From an optimization exercise on the open Yosys and OpenROAD flow, aimed at small area, a short achievable clock period and few clock cycles per item; shortcuts taken in it are not production practice.
Where RTL was checked, it was by simulation tests only, not by an equivalence proof against the original.

run E:
==> flow/design.v (excerpt) <==
module asconTop (
    input  logic                         clk,
    input  logic                         rst,
    input  logic                         start,
    input  logic                         hasAd,
    input  logic                         enc,
    input  logic [128-1:0]   key,
    input  logic [128-1:0]   nonce,
    input  logic [64-1:0]  adBlock,
    input  logic [4-1:0]   adLen,
    input  logic [64-1:0]  textBlock,
    input  logic [4-1:0]   textLen,
    output logic                         read,
    output logic [64-1:0]  outBlock,
    output logic                         outValid,
    output logic [128-1:0]   tag,
    output logic                         tagValid
);
==> module asconPermutation, before the edit <==
module asconPermutation #(
    parameter int roundsPerCycle = 1
) (
    input  logic [320-1:0] stateIn,
    input  logic [3:0]                   roundIdx,
    output logic [320-1:0] stateOut
);
    logic [320-1:0] chain [0:roundsPerCycle];
    assign chain[0] = stateIn;
    for (genvar g = 0; g < roundsPerCycle; g++) begin : g_round
        asconRound u_round (
            .stateIn (chain[g]),
            .roundIdx(roundIdx | 4'(g)),
            .stateOut(chain[g+1])
        );
    end
    assign stateOut = chain[roundsPerCycle];
endmodule
==> module asconController, before the edit <==
module asconController (
    input  logic       clk,
    input  logic       rst,
    input  logic       start,
    input  logic       hasAd,
    input  logic       dLast,       
    output logic       startEff,
    output logic [3:0] roundIdx,
    output logic       adMode,      
    output logic       injAd,       
    output logic       injText,     
    output logic       injKey34,    
    output logic       injDs,       
    output logic       read,
    output logic       outValid,
    output logic       tagValid
);
    localparam int R = 1;
    localparam logic [3:0] lastIdx = 4'(12 - R);
    localparam logic [3:0] preIdx  = 4'(12 - 2 * R);
    localparam logic [3:0] shortRunStart = 12 - 6;
    localparam logic [2:0] phIdle  = 3'd0;
    localparam logic [2:0] phInit  = 3'd1;
    localparam logic [2:0] phAd    = 3'd2;
    localparam logic [2:0] phText  = 3'd3;
    localparam logic [2:0] phFinal = 3'd4;
    localparam logic [2:0] phTag   = 3'd5;
    logic [2:0] phase;
    logic       isLast;
    logic       isPre;
    logic       absorbing;
    assign startEff  = start && (phase == phIdle);
    assign isLast    = (roundIdx == lastIdx);
    assign isPre     = (roundIdx == preIdx);
    assign absorbing = (phase == phInit) || (phase == phAd) || (phase == phText);
    always_ff @(posedge clk or posedge rst) begin
        if (rst) begin
            phase    <= phIdle;
            roundIdx <= 4'd0;
            adMode   <= 1'b0;
            injAd    <= 1'b0;
            injText  <= 1'b0;
            injKey34 <= 1'b0;
            injDs    <= 1'b0;
            read     <= 1'b0;
            outValid <= 1'b0;
            tagValid <= 1'b0;
        end else begin
            injAd    <= absorbing && isPre && adMode;
            injText  <= absorbing && isPre && !adMode;
            injDs    <= ((phase == phInit) || (phase == phAd)) && isPre && !adMode;
            injKey34 <= ((phase == phInit) || (phase == phFinal)) && isPre;
            read     <= (absorbing && isPre && adMode) || injText;
            outValid <= injText;
            tagValid <= (phase == phFinal) && isLast;
            roundIdx <= roundIdx + 4'(R);
            case (phase)
                phIdle: begin
                    roundIdx <= 4'd0;
                    if (start) begin
                        phase  <= phInit;
                        adMode <= hasAd;
                    end
                end
                phInit, phAd, phText: begin
                    if (isLast) begin
                        roundIdx <= shortRunStart;
                        if (adMode) begin
                            phase  <= phAd;
                            adMode <= !dLast;
                        end else if (dLast) begin
                            phase    <= phFinal;
                            roundIdx <= 4'd0;
                        end else begin
                            phase <= phText;
                        end
                    end
                end
                phFinal: begin
                    if (isLast) begin
                        phase <= phTag;
                    end
                end
                default: begin
                    phase <= phIdle;
                end
            endcase
        end
    end
endmodule
==> module asconTop, before the edit <==
module asconTop (
    input  logic                         clk,
    input  logic                         rst,
    input  logic                         start,
    input  logic                         hasAd,
    input  logic                         enc,
    input  logic [128-1:0]   key,
    input  logic [128-1:0]   nonce,
    input  logic [64-1:0]  adBlock,
    input  logic [4-1:0]   adLen,
    input  logic [64-1:0]  textBlock,
    input  logic [4-1:0]   textLen,
    output logic                         read,
    output logic [64-1:0]  outBlock,
    output logic                         outValid,
    output logic [128-1:0]   tag,
    output logic                         tagValid
);
    localparam logic [4-1:0] fullLen = 8;
    logic                         startEff;
    logic [3:0]                   roundIdx;
    logic                         adMode;
    logic                         injAd;
    logic                         injText;
    logic                         injKey34;
    logic                         injDs;
    logic [320-1:0] stateReg;
    logic [320-1:0] permOut;
    logic [128-1:0]   keyReg;
    logic [64-1:0]  selBlock;
    logic [4-1:0]   selLen;
    logic [64-1:0]  padded;
    logic [8-1:0] byteMask;
    logic [64-1:0]  dReg;      
    logic [8-1:0] dMask;    
    logic                         dLast;     
    logic [64-1:0]  outReg;
    logic [64-1:0]  mask64;
    logic [64-1:0]  keep0;
    logic [64-1:0]  inj0;
    logic [128-1:0]   inj12;
    logic [128-1:0]   inj34;
    logic [320-1:0] nextState;
    logic [64-1:0]  y0;
    asconController u_controller (
        .clk     (clk),
        .rst     (rst),
        .start   (start),
        .hasAd   (hasAd),
        .dLast   (dLast),
        .startEff(startEff),
        .roundIdx(roundIdx),
        .adMode  (adMode),
        .injAd   (injAd),
        .injText (injText),
        .injKey34(injKey34),
        .injDs   (injDs),
        .read    (read),
        .outValid(outValid),
        .tagValid(tagValid)
    );
    asconPermutation #(
        .roundsPerCycle(1)
    ) u_permutation (
        .stateIn (stateReg),
        .roundIdx(roundIdx),
        .stateOut(permOut)
    );
    assign selBlock = adMode ? adBlock : textBlock;
    assign selLen   = adMode ? adLen : textLen;
    asconPadding u_pad (
        .block   (selBlock),
        .len     (selLen),
        .padded  (padded),
        .byteMask(byteMask)
    );
    always_ff @(posedge clk) begin
        dReg  <= padded;
        dMask <= byteMask;
        dLast <= (selLen != fullLen);
    end
    for (genvar b = 0; b < 8; b++) begin : g_mask
        assign mask64[8*b +: 8] = {8{dMask[b]}};
    end
    assign keep0 = (injText && !enc) ? ~mask64 : '1;
    assign inj0  = (injAd || injText) ? dReg : '0;
    assign inj12 = (injText && dLast) ? keyReg : '0;
    assign inj34 = (injKey34 ? keyReg : '0) ^ {127'd0, injDs};
    assign y0 = permOut[(320-1-64*(0)) -: 64];
    always_comb begin
        nextState = permOut ^ {inj0, inj12, inj34};
        nextState[(320-1-64*(0)) -: 64] = (y0 & keep0) ^ inj0;
        if (startEff) begin
            nextState = {64'h80400c0600000000, key, nonce};
        end
    end
    always_ff @(posedge clk) begin
        stateReg <= nextState;
        outReg   <= (y0 ^ dReg) & mask64;
        if (startEff) begin
            keyReg <= key;
        end
    end
    assign outBlock = outReg;
    assign tag      = stateReg[128-1:0];
endmodule
export LEC_CHECK = 0
export CAP_MARGIN = 20
export CORE_MARGIN = 2
export CORE_UTILIZATION = 40
export SETUP_SLACK_MARGIN = 5
export SLEW_MARGIN = 20
create_clock -name core_clock -period 8.0 [get_ports {clk}]
run.sh (not shown) runs the stock make flow with config.mk's settings and CLKGATE_MAP_FILE= SYNTH_SCRIPT=/design/flow/synth_recipe.tcl, a recipe that flattens the netlist after the stock synthesis.
Run E reached the end of the flow, and the finished layout is clean on the timing, DRC and antenna checks.
The following lists how run B was set up differently from run E:
--- a/flow/design.v
+++ b/flow/design.v
@@ -44,5 +44,5 @@
 `timescale 1ns/1ps
 module asconPermutation #(
-    parameter int roundsPerCycle = 1
+    parameter int roundsPerCycle = 2
 ) (
     input  logic [320-1:0] stateIn,
@@ -99,5 +99,5 @@
     output logic       tagValid
 );
-    localparam int R = 1;
+    localparam int R = 2;
     localparam logic [3:0] lastIdx = 4'(12 - R);
     localparam logic [3:0] preIdx  = 4'(12 - 2 * R);
@@ -235,5 +235,5 @@
     );
     asconPermutation #(
-        .roundsPerCycle(1)
+        .roundsPerCycle(2)
     ) u_permutation (
         .stateIn (stateReg),
Findings:
Run B: flow completed, timing, DRC and antenna clean. Side by side, adder-cell area share of the yosys netlist turned out higher in run B than in run E. Run E reports its first element of the critical path as stateReg[236] while run B reports u_controller.roundIdx[2]. Run B against run E: sequential share of layout area down 15 points; global routing met2 resource utilization saw an increase; fraction of met1 tracks used by global routing rose 16 points.
No functional check of the RTL was part of any run of this note.


== main ==
The RTL this note starts from:
==> flow/design.v <==
`timescale 1ns/1ps
module asconRound (
    input  logic [320-1:0] stateIn,
    input  logic [3:0]                   roundIdx,
    output logic [320-1:0] stateOut
);
    logic [64-1:0] x0, x1, x2, x3, x4;
    logic [64-1:0] t0, t1, t2, t3, t4;
    logic [64-1:0] y0, y1, y2, y3, y4;
    logic [7:0]                  rc;
    assign rc = {~roundIdx, roundIdx};
    always_comb begin
        x0 = stateIn[(320-1-64*(0)) -: 64];
        x1 = stateIn[(320-1-64*(1)) -: 64];
        x2 = stateIn[(320-1-64*(2)) -: 64];
        x3 = stateIn[(320-1-64*(3)) -: 64];
        x4 = stateIn[(320-1-64*(4)) -: 64];
        x2[7:0] = x2[7:0] ^ rc;
        x0 = x0 ^ x4;
        x4 = x4 ^ x3;
        x2 = x2 ^ x1;
        t0 = ~x0 & x1;
        t1 = ~x1 & x2;
        t2 = ~x2 & x3;
        t3 = ~x3 & x4;
        t4 = ~x4 & x0;
        x0 = x0 ^ t1;
        x1 = x1 ^ t2;
        x2 = x2 ^ t3;
        x3 = x3 ^ t4;
        x4 = x4 ^ t0;
        x1 = x1 ^ x0;
        x0 = x0 ^ x4;
        x3 = x3 ^ x2;
        x2 = ~x2;
        y0 = x0 ^ {x0[18:0], x0[63:19]} ^ {x0[27:0], x0[63:28]};
        y1 = x1 ^ {x1[60:0], x1[63:61]} ^ {x1[38:0], x1[63:39]};
        y2 = x2 ^ {x2[0:0],  x2[63:1]}  ^ {x2[5:0],  x2[63:6]};
        y3 = x3 ^ {x3[9:0],  x3[63:10]} ^ {x3[16:0], x3[63:17]};
        y4 = x4 ^ {x4[6:0],  x4[63:7]}  ^ {x4[40:0], x4[63:41]};
    end
    assign stateOut = {y0, y1, y2, y3, y4};
endmodule
`timescale 1ns/1ps
module asconPermutation #(
    parameter int roundsPerCycle = 1
) (
    input  logic [320-1:0] stateIn,
    input  logic [3:0]                   roundIdx,
    output logic [320-1:0] stateOut
);
    logic [320-1:0] chain [0:roundsPerCycle];
    assign chain[0] = stateIn;
    for (genvar g = 0; g < roundsPerCycle; g++) begin : g_round
        asconRound u_round (
            .stateIn (chain[g]),
            .roundIdx(roundIdx | 4'(g)),
            .stateOut(chain[g+1])
        );
    end
    assign stateOut = chain[roundsPerCycle];
endmodule
`timescale 1ns/1ps
module asconPadding (
    input  logic [64-1:0] block,
    input  logic [4-1:0]  len,
    output logic [64-1:0] padded,
    output logic [8-1:0] byteMask
);
    always_comb begin
        for (int b = 0; b < 8; b++) begin
            byteMask[8-1-b] = (b < len);
            if (b < len) begin
                padded[64-1-8*b -: 8] = block[64-1-8*b -: 8];
            end else if (b == len) begin
                padded[64-1-8*b -: 8] = 8'h80;
            end else begin
                padded[64-1-8*b -: 8] = 8'h00;
            end
        end
    end
endmodule
`timescale 1ns/1ps
module asconController (
    input  logic       clk,
    input  logic       rst,
    input  logic       start,
    input  logic       hasAd,
    input  logic       enc,
    input  logic       dLast,       
    output logic       idle,
    output logic [3:0] roundIdx,
    output logic       adMode,      
    output logic       injText,     
    output logic       injAny,      
    output logic       injDec,      
    output logic       injKey34,    
    output logic       injDs,       
    output logic       read,
    output logic       outValid,
    output logic       tagValid
);
    localparam int R = 1;
    localparam logic [3:0] lastIdx = 4'(12 - R);
    localparam logic [3:0] preIdx  = 4'(12 - 2 * R);
    localparam logic [3:0] shortRunStart = 12 - 6;
    localparam logic [2:0] phIdle  = 3'd0;
    localparam logic [2:0] phInit  = 3'd1;
    localparam logic [2:0] phAd    = 3'd2;
    localparam logic [2:0] phText  = 3'd3;
    localparam logic [2:0] phFinal = 3'd4;
    localparam logic [2:0] phTag   = 3'd5;
    logic [2:0] phase;
    logic       isLast;
    logic       isPre;
    logic       absorbing;
    assign idle      = (phase == phIdle);
    assign isLast    = (roundIdx == lastIdx);
    assign isPre     = (roundIdx == preIdx);
    assign absorbing = (phase == phInit) || (phase == phAd) || (phase == phText);
    always_ff @(posedge clk or posedge rst) begin
        if (rst) begin
            phase    <= phIdle;
            roundIdx <= 4'd0;
            adMode   <= 1'b0;
            injText  <= 1'b0;
            injAny   <= 1'b0;
            injDec   <= 1'b0;
            injKey34 <= 1'b0;
            injDs    <= 1'b0;
            read     <= 1'b0;
            outValid <= 1'b0;
            tagValid <= 1'b0;
        end else begin
            injText  <= absorbing && isPre && !adMode;
            injAny   <= absorbing && isPre;
            injDec   <= absorbing && isPre && !adMode && !enc;
            injDs    <= ((phase == phInit) || (phase == phAd)) && isPre && !adMode;
            injKey34 <= ((phase == phInit) || (phase == phFinal)) && isPre;
            read     <= (absorbing && isPre && adMode) || injText;
            outValid <= injText;
            tagValid <= (phase == phFinal) && isLast;
            roundIdx <= roundIdx + 4'(R);
            case (phase)
                phIdle: begin
                    roundIdx <= 4'd0;
                    if (start) begin
                        phase  <= phInit;
                        adMode <= hasAd;
                    end
                end
                phInit, phAd, phText: begin
                    if (isLast) begin
                        roundIdx <= shortRunStart;
                        if (adMode) begin
                            phase  <= phAd;
                            adMode <= !dLast;
                        end else if (dLast) begin
                            phase    <= phFinal;
                            roundIdx <= 4'd0;
                        end else begin
                            phase <= phText;
                        end
                    end
                end
                phFinal: begin
                    if (isLast) begin
                        phase <= phTag;
                    end
                end
                default: begin
                    phase <= phIdle;
                end
            endcase
        end
    end
endmodule
`timescale 1ns/1ps
module asconTop (
    input  logic                         clk,
    input  logic                         rst,
    input  logic                         start,
    input  logic                         hasAd,
    input  logic                         enc,
    input  logic [128-1:0]   key,
    input  logic [128-1:0]   nonce,
    input  logic [64-1:0]  adBlock,
    input  logic [4-1:0]   adLen,
    input  logic [64-1:0]  textBlock,
    input  logic [4-1:0]   textLen,
    output logic                         read,
    output logic [64-1:0]  outBlock,
    output logic                         outValid,
    output logic [128-1:0]   tag,
    output logic                         tagValid
);
    logic                         idle;
    logic [3:0]                   roundIdx;
    logic                         adMode;
    logic                         injText;
    logic                         injAny;
    logic                         injDec;
    logic                         injKey34;
    logic                         injDs;
    logic [320-1:0] stateReg;
    logic [320-1:0] permOut;
    logic [128-1:0]   keyReg;
    logic [64-1:0]  selBlock;
    logic [4-1:0]   selLen;
    logic [8-1:0] lenBytes;
    logic [8-1:0] dBytes;    
    logic [8-1:0] padBytes;  
    logic [8-1:0] injBytes;
    logic [8-1:0] injPads;
    logic [8-1:0] decBytes;
    logic                         dLast;     
    logic [64-1:0]  outReg;
    logic [64-1:0]  mask64;
    logic [64-1:0]  keep0;
    logic [64-1:0]  inj0;
    logic [128-1:0]   inj12;
    logic [128-1:0]   inj34;
    logic [320-1:0] nextState;
    logic [64-1:0]  y0;
    asconController u_controller (
        .clk     (clk),
        .rst     (rst),
        .start   (start),
        .hasAd   (hasAd),
        .enc     (enc),
        .dLast   (dLast),
        .idle    (idle),
        .roundIdx(roundIdx),
        .adMode  (adMode),
        .injText (injText),
        .injAny  (injAny),
        .injDec  (injDec),
        .injKey34(injKey34),
        .injDs   (injDs),
        .read    (read),
        .outValid(outValid),
        .tagValid(tagValid)
    );
    asconPermutation #(
        .roundsPerCycle(1)
    ) u_permutation (
        .stateIn (stateReg),
        .roundIdx(roundIdx),
        .stateOut(permOut)
    );
    assign selBlock = adMode ? adBlock : textBlock;
    assign selLen   = adMode ? adLen : textLen;
    always_comb begin
        for (int b = 0; b < 8; b++) begin
            lenBytes[8-1-b] = (b < selLen);
        end
    end
    always_ff @(posedge clk) begin
        dBytes <= lenBytes;
    end
    assign padBytes = {1'b1, dBytes[8-1:1]} & ~dBytes;
    assign dLast    = !dBytes[0];
    assign injBytes = dBytes & {8{injAny}};
    assign injPads  = padBytes & {8{injAny}};
    assign decBytes = dBytes & {8{injDec}};
    for (genvar b = 0; b < 8; b++) begin : g_pad
        assign inj0[8*b +: 8]   = (selBlock[8*b +: 8] & {8{injBytes[b]}}) | {injPads[b], 7'd0};
        assign mask64[8*b +: 8] = {8{injBytes[b]}};
        assign keep0[8*b +: 8]  = {8{!decBytes[b]}};
    end
    assign inj12 = (injText && dLast) ? keyReg : '0;
    assign inj34 = (injKey34 ? keyReg : '0) ^ {127'd0, injDs};
    assign y0 = permOut[(320-1-64*(0)) -: 64];
    always_comb begin
        nextState = permOut ^ {inj0, inj12, inj34};
        nextState[(320-1-64*(0)) -: 64] = (y0 & keep0) ^ inj0;
        if (idle) begin
            nextState = {64'h80400c0600000000, key, nonce};
        end
    end
    always_ff @(posedge clk) begin
        stateReg <= nextState;
        outReg   <= (y0 ^ inj0) & mask64;
        if (idle) begin
            keyReg <= key;
        end
    end
    assign outBlock = outReg;
    assign tag      = stateReg[128-1:0];
endmodule
==> flow/config.mk <==
export PLATFORM = sky130hd
export DESIGN_NAME = asconTop
export DESIGN_NICKNAME = asconTop
export VERILOG_FILES = /design/flow/design.v
export SDC_FILE = /design/flow/constraint.sdc
export NUM_CORES = 4
export LEC_CHECK = 0
export CAP_MARGIN = 20
export CORE_MARGIN = 2
export CORE_UTILIZATION = 40
export SLEW_MARGIN = 50
==> flow/constraint.sdc <==
create_clock -name core_clock -period 8.0 [get_ports {clk}]
set_input_delay 1.6000 -clock core_clock [delete_from_list [all_inputs] [get_ports {clk}]]
set_output_delay 1.6000 -clock core_clock [all_outputs]
set_load 0.01 [all_outputs]
standard.sh (not shown) runs the stock make flow with config.mk's settings and CLKGATE_MAP_FILE= SYNTH_SCRIPT=/design/flow/synth_recipe.tcl, a recipe that flattens the netlist after the stock synthesis.
==> flow/flow/run.sh <==
#!/bin/bash
# Standard ORFS layout, with plain buf_1 cells as the port buffers instead of
# the delay cells buffer_ports picks by default, a clock tree with larger
# sink clusters and no dummy loads, and timing repair aiming below the period.
set -euo pipefail
export BUFFER_PORTS_ARGS="-buffer_cell sky130_fd_sc_hd__buf_1"
export CTS_ARGS="-sink_clustering_enable -repair_clock_nets -dont_use_dummy_load -sink_clustering_size 20 -sink_clustering_max_diameter 80"
export SETUP_SLACK_MARGIN=5.2
bash standard.sh > standard.log 2>&1
Testbench counts of main, summed over its fixed seeds: cycles 17,560, blocks 1,860.
Edits applied to the flow inputs when going from main to the feature branch:
==> flow/design.v, changed modules only <==
module asconController (
    input  logic       clk,
    input  logic       rst,
    input  logic       start,
    input  logic       hasAd,
    input  logic       enc,
    input  logic       dLast,       
    output logic       idle,
    output logic [3:0] roundIdx,
    output logic       adMode,      
    output logic       injText,     
    output logic       injAny,      
    output logic       injDec,      
    output logic       injKey34,    
    output logic       injDs,       
    output logic       read,
    output logic       outValid,
    output logic       tagValid
);
    localparam int R = 1;
    localparam logic [3:0] lastIdx = 4'(12 - R);
    localparam logic [3:0] preIdx  = 4'(12 - 2 * R);
    localparam logic [3:0] shortRunStart = 12 - 6;
    localparam logic [2:0] phIdle  = 3'd0;
    localparam logic [2:0] phInit  = 3'd1;
    localparam logic [2:0] phAd    = 3'd2;
    localparam logic [2:0] phText  = 3'd3;
    localparam logic [2:0] phFinal = 3'd4;
    localparam logic [2:0] phTag   = 3'd5;
    logic [2:0] phase;
    logic       isLast;
    logic       isPre;
    logic       absorbing;
    assign isLast    = (roundIdx == lastIdx);
    assign isPre     = (roundIdx == preIdx);
    assign absorbing = (phase == phInit) || (phase == phAd) || (phase == phText);
    always_ff @(posedge clk or posedge rst) begin
        if (rst) begin
            phase    <= phIdle;
            idle     <= 1'b1;
            roundIdx <= 4'd0;
            adMode   <= 1'b0;
            injText  <= 1'b0;
            injAny   <= 1'b0;
            injDec   <= 1'b0;
            injKey34 <= 1'b0;
            injDs    <= 1'b0;
            read     <= 1'b0;
            outValid <= 1'b0;
            tagValid <= 1'b0;
        end else begin
            idle     <= ((phase == phIdle) && !start) || (phase >= phTag);
            injText  <= absorbing && isPre && !adMode;
            injAny   <= absorbing && isPre;
            injDec   <= absorbing && isPre && !adMode && !enc;
            injDs    <= ((phase == phInit) || (phase == phAd)) && isPre && !adMode;
            injKey34 <= ((phase == phInit) || (phase == phFinal)) && isPre;
            read     <= (absorbing && isPre && adMode) || injText;
            outValid <= injText;
            tagValid <= (phase == phFinal) && isLast;
            roundIdx <= roundIdx + 4'(R);
            case (phase)
                phIdle: begin
                    roundIdx <= 4'd0;
                    if (start) begin
                        phase  <= phInit;
                        adMode <= hasAd;
                    end
                end
                phInit, phAd, phText: begin
                    if (isLast) begin
                        roundIdx <= shortRunStart;
                        if (adMode) begin
                            phase  <= phAd;
                            adMode <= !dLast;
                        end else if (dLast) begin
                            phase    <= phFinal;
                            roundIdx <= 4'd0;
                        end else begin
                            phase <= phText;
                        end
                    end
                end
                phFinal: begin
                    if (isLast) begin
                        phase <= phTag;
                    end
                end
                default: begin
                    phase <= phIdle;
                end
            endcase
        end
    end
endmodule
==> comparison <==
The feature branch and main ended up with roughly the same total routing resource utilization after global routing. The feature branch vs main: register-to-register slack down in the feature branch. The feature branch vs main: met3 track demand over resource in global routing down in the feature branch. The feature branch against main: clock latency of the later-clocked register in the worst-skew pair now sits at about the same level; routed via count now sits lower. Path type of the worst setup path: reg -> out -> main, reg -> reg -> the feature branch.
No functional check of the RTL was part of the feature branch.

port drivers added, routing unchanged:
How much do the figures lean on ideal ports? The routed layouts below were timed once more, with nothing changed but the port constraints.
Step 1 (the two cells are an assumption about what drives the block):
set clk [get_ports {clk}]
set_driving_cell -lib_cell sky130_fd_sc_hd__clkbuf_16 $clk
set_driving_cell -lib_cell sky130_fd_sc_hd__buf_2 [delete_from_list [all_inputs] $clk]
Step 2 also shifts input and output timing later by t, the mid clock arrival at the registers, as if the neighbouring blocks saw the same clock.
Slacks: ideal / step 1 / step 2; pairs: ideal / step 1.
run | t (ns) | slack for setup (ns) | clock arrival spread, ns
run E | 0.728 | 4.888 / 4.888 / 4.315 | 0.043 / 0.043
run B | 0.861 | 3.690 / 3.690 / 3.690 | 0.079 / 0.079
main | 0.671 | 5.204 / 5.125 / 5.115 | 0.075 / 0.075
the feature branch | 0.674 | 5.182 / 5.115 / 5.182 | 0.083 / 0.084
After both steps setup and hold are still met in every run listed. For run E, which loses most, drivers alone change the setup slack by 0.000 ns; drivers and shift together by -0.573 ns.
